Background: an optimization exercise with open tools, aiming at small area. Do not read the settings as production practice. Only simulation tests tie the RTL to the original design; equivalence was not proved. Power is estimated from default activity; no workload was simulated.

== juniper ==
Design lcd_spi_responder, start of the top module:
module lcd_spi_responder (
  input  logic       clock,
  input  logic       Reset,
  input  logic       sclk,
  input  logic       mosi,
  input  logic       sce,
  input  logic       dc,
  input  logic [8:0] rd_addr,
  output logic [7:0] rd_data,
  output logic       byte_valid,
  output logic [7:0] byte_data,
  output logic       byte_dc,
  output logic [6:0] cur_x,
  output logic [2:0] cur_y,
  output logic       pd,
  output logic       v_mode,
  output logic       h_mode,
  output logic [1:0] disp_mode,
  output logic [6:0] vop,
  output logic [2:0] bias,
  output logic       cmd_err,
  output logic [7:0] abort_cnt
);
  localparam int unsigned RAM_DEPTH = 504;
  localparam logic [6:0]  X_LAST    = 7'd83;
  localparam logic [2:0]  Y_LAST    = 3'd5;
  logic [2:0] sclk_q;
  logic [1:0] mosi_q;
  logic [1:0] dc_q;
  logic [1:0] sce_q;
  logic       sclk_rise;
  logic       mosi_s;
  logic       dc_s;
  logic       sce_s;
  logic [6:0] shift_q, shift_d;
  logic [2:0] bitcnt_q, bitcnt_d;
  logic       byte_valid_q, byte_valid_d;
  logic [7:0] byte_data_q, byte_data_d;
  logic       byte_dc_q, byte_dc_d;
  logic [7:0] abort_q, abort_d;
  logic [6:0] cur_x_q, cur_x_d;
  logic [2:0] cur_y_q, cur_y_d;
  logic       pd_q, pd_d;
  logic       v_mode_q, v_mode_d;
  logic       h_mode_q, h_mode_d;
  logic [1:0] disp_q, disp_d;
  logic [6:0] vop_q, vop_d;
  logic [2:0] bias_q, bias_d;
  logic       cmd_err_q, cmd_err_d;
  logic [7:0] ram_q [0:RAM_DEPTH-1];
  logic [7:0] rd_data_q;
  logic [8:0] wr_addr;
  logic       ram_we;
  logic [4:0] phase_q;
  logic [8:0] pend_addr_q;
  logic [7:0] pend_data_q;
  assign sclk_rise = sclk_q[1] & ~sclk_q[2];
  assign mosi_s    = mosi_q[1];
  assign dc_s      = dc_q[1];
  assign sce_s     = sce_q[1];
  assign wr_addr = 9'(cur_y_q) * 9'd84 + 9'(cur_x_q);
  assign ram_we  = byte_valid_q & byte_dc_q;
  function automatic logic [9:0] advance(input logic [6:0] x, input logic [2:0] y,
                                         input logic vert);
    logic [6:0] nx;
    logic [2:0] ny;
    nx = x;
    ny = y;
    if (!vert) begin
  ...
Size in the first run: roughly 7,600 cells after synthesis, ~67 I/O pins, roughly 110,000 µm² of cells after synthesis.
==> flow/config.mk <==
export PLATFORM = sky130hd
export DESIGN_NAME = lcd_spi_responder
export DESIGN_NICKNAME = lcd_spi_responder
export VERILOG_FILES = /design/flow/design.v
export SDC_FILE = /design/flow/constraint.sdc
export NUM_CORES = 4
export LEC_CHECK = 0
export CAP_MARGIN = 10
export CORE_MARGIN = 2
export CORE_UTILIZATION = 68
export CTS_BUF_LIST = sky130_fd_sc_hd__clkbuf_8
export CTS_CLUSTER_DIAMETER = 60
export CTS_CLUSTER_SIZE = 19
export SLEW_MARGIN = 10
export SYNTH_HIERARCHICAL = 1
==> flow/constraint.sdc <==
create_clock -name core_clock -period 8.0 [get_ports {clock}]
set_input_delay 1.6000 -clock core_clock [delete_from_list [all_inputs] [get_ports {clock}]]
set_output_delay 1.6000 -clock core_clock [all_outputs]
set_load 0.01 [all_outputs]
run.sh (not shown) runs the stock make flow with config.mk's settings and CLKGATE_MAP_FILE= SYNTH_SCRIPT=/design/flow/synth_recipe.tcl, a recipe that flattens the netlist after the stock synthesis.
--- input diff juniper..garnet ---
Settings: swapping 19 for 14 in CTS_CLUSTER_SIZE; swapping 68 for 55 in CORE_UTILIZATION.
Results
Having completed the whole flow, garnet delivered a layout that passed the timing, design-rule and antenna checks. Taking juniper as the reference, in garnet global-route total usage across every layer dropped 4.5 points; met3 track demand over resource in global routing dropped 0.78 points; design area climbed 2.0%.
--- input diff garnet..maple ---
Settings: CTS_CLUSTER_SIZE changed from 14 to 17; CORE_UTILIZATION changed from 55 to 68.
### Flow results
- Logic depth of the worst register-to-register path came out exactly the same in garnet and maple.
- Re initial antenna violation count: maple is 1 down on garnet.
- Initial DRC count on maple is behind garnet.
- Per the comparison of maple with garnet, number of nets in the layout has decreased, utilization has increased.
- Data required time at the worst endpoint delta for maple relative to garnet: 20 ps higher
- Compared with garnet, maple ends up with less cell area.

---

Setup of job 6437:
Another version of the RTL of lcd_spi_responder (not shown whole).
For scale: about 67 I/O pins, ~0.11 mm² of cells after synthesis.
export LEC_CHECK = 0
export CAP_MARGIN = 15
export CORE_MARGIN = 2
export CORE_UTILIZATION = 68
export CTS_BUF_LIST = sky130_fd_sc_hd__clkbuf_8
export CTS_CLUSTER_DIAMETER = 60
export CTS_CLUSTER_SIZE = 19
export SLEW_MARGIN = 15
export SYNTH_HIERARCHICAL = 1
create_clock -name core_clock -period 8.0 [get_ports {clock}]
standard.sh (not shown) runs the stock make flow with config.mk's settings and CLKGATE_MAP_FILE= SYNTH_SCRIPT=/design/flow/synth_recipe.tcl, a recipe that flattens the netlist after the stock synthesis.
==> flow/flow/run.sh <==
#!/bin/bash
# The standard layout (standard.sh), with two options changed:
#  - port buffers use the smallest buffer cell instead of the default delay buffer;
#  - clock tree synthesis inserts no dummy loads.
# make's output goes to flow_make.log; each ORFS step's own log is copied here
# as orfs_<step>.log when the flow ends.
set -uo pipefail
export BUFFER_PORTS_ARGS="-buffer_cell sky130_fd_sc_hd__buf_1"
export CTS_ARGS="-sink_clustering_enable -repair_clock_nets -dont_use_dummy_load -buf_list sky130_fd_sc_hd__clkbuf_8 -sink_clustering_size 19 -sink_clustering_max_diameter 60"
bash standard.sh > flow_make.log 2>&1
rc=$?
for f in orfs/logs/*/*/*/*.log; do
  [ -f "$f" ] && cp "$f" "orfs_$(basename "$f")"
done
exit $rc
Job 6437: all stages complete, timing, DRC and antenna checks passed
For job 7290, these inputs were changed with respect to job 6437:
Settings: SLEW_MARGIN changed from 15 to 10; CAP_MARGIN changed from 15 to 10.
[summary]
Job 6437 and job 7290 ended up with roughly the same final cell area excluding filler cells. Compared job 7290 against job 6437; sequential share of layout area within noise. Diff job 7290 and job 6437: path length in cells of the critical path higher in job 6437. Job 7290: flow complete, layout not clean; failing: max-capacitance violations, max-slew violations. Job 6437 closes out successfully: all stages finished, all timing, DRC and antenna checks passed. Any difference in wire length between job 6437 and job 7290 is small enough to ignore.
Changes in job 7881 relative to job 7290:
Settings: SLEW_MARGIN changed from 10 to 15; CORE_UTILIZATION changed from 68 to 72; CAP_MARGIN changed from 10 to 15.
Notes after the runs:
In job 7881, the total routed wirelength came out 13 mm below the value in job 7290. Compared job 7881 vs job 7290, and count of buffers not belonging to the clock network in the layout is up in job 7881. Between job 7290 and job 7881, the sequential share of layout area figures differ only marginally. Job 7881 ended with more global-route usage than job 7290. Job 7881 ended with every stage complete and zero timing, DRC or antenna violations.
Changes in job 1672 relative to job 7881:
Settings: CAP_MARGIN: 15 -> 10; SLEW_MARGIN: 15 -> 10; CORE_UTILIZATION: 72 -> 68; CTS_CLUSTER_SIZE: 19 -> 17.
==> flow/run.sh (new file) <==
#!/bin/bash
# synth_recipe.tcl (not shown) runs the flow's synth.tcl, then flattens the netlist and writes it again
# the make line also repeats each setting of config.mk as NAME=value (left out here)
make -C /OpenROAD-flow-scripts/flow DESIGN_CONFIG=/design/flow/config.mk WORK_HOME=/design/flow/orfs CLKGATE_MAP_FILE= SYNTH_SCRIPT=/design/flow/synth_recipe.tcl finish
removed: flow/flow/run.sh
removed: flow/standard.sh
==> comparison <==
Job 1672 has post-layout utilization of the core below what job 7881 had.
Compared with job 7881, job 1672 shows hold slack higher by 0.029 ns.
[compare] base=job 7881 new=job 1672: overall routed net length higher; area fraction in compound gates after synthesis roughly the same; design area higher; slack of the worst reg-to-reg path higher.
Total power draw, job 7881 and job 1672, higher one = job 1672.
Final worst-path setup slack delta for job 1672 relative to job 7881: 0.12 ns higher
Leakage power ended up 1.6% higher on job 1672 than on job 7881.
Delta (job 1672 minus job 7881): number of nets in the layout has increased, initial cell density of the core has decreased.

## re-timing with driven ports
The flow's constraints put no driver on any port. The routed layouts listed below were extracted and timed again, unchanged, in two steps.
Step 1, drivers: a clkbuf_16 drives clock and a buf_2 each remaining input, both assumed.
Step 2 moves the port delays by t, midway between the first and last clock arrival at a register: inputs arrive t later, outputs are due t later. That takes back most of the time a late clock gives input paths.
Three values: ideal ports, drivers, drivers and shift; two values: the first two.
run | t, ns | slack for setup (ns) | slew at the worst register clock pin (ns) | worst slew at a driven data input, ns | pins driven straight from the clock port
juniper | 1.081 | 0.657 / 0.714 / -0.367 | 0.12 / 0.12 | 0.22 | 1
garnet | 1.147 | 0.592 / 0.647 / -0.500 | 0.10 / 0.10 | 0.17 | 1
maple | 1.113 | 0.751 / 0.810 / -0.303 | 0.11 / 0.11 | 0.22 | 1
job 6437 | 1.026 | 0.769 / 0.827 / -0.198 | 0.12 / 0.12 | 0.03 | 1
job 7290 | 1.075 | 0.807 / 0.864 / -0.211 | 0.12 / 0.12 | 0.04 | 1
job 7881 | 1.022 | 0.699 / 0.747 / -0.275 | 0.12 / 0.12 | 0.10 | 1
job 1672 | 1.093 | 0.821 / 0.793 / -0.300 | 0.11 / 0.11 | 0.15 | 1
For job 1672, which loses most, drivers alone change the setup slack by -0.028 ns; drivers and shift together by -1.121 ns.
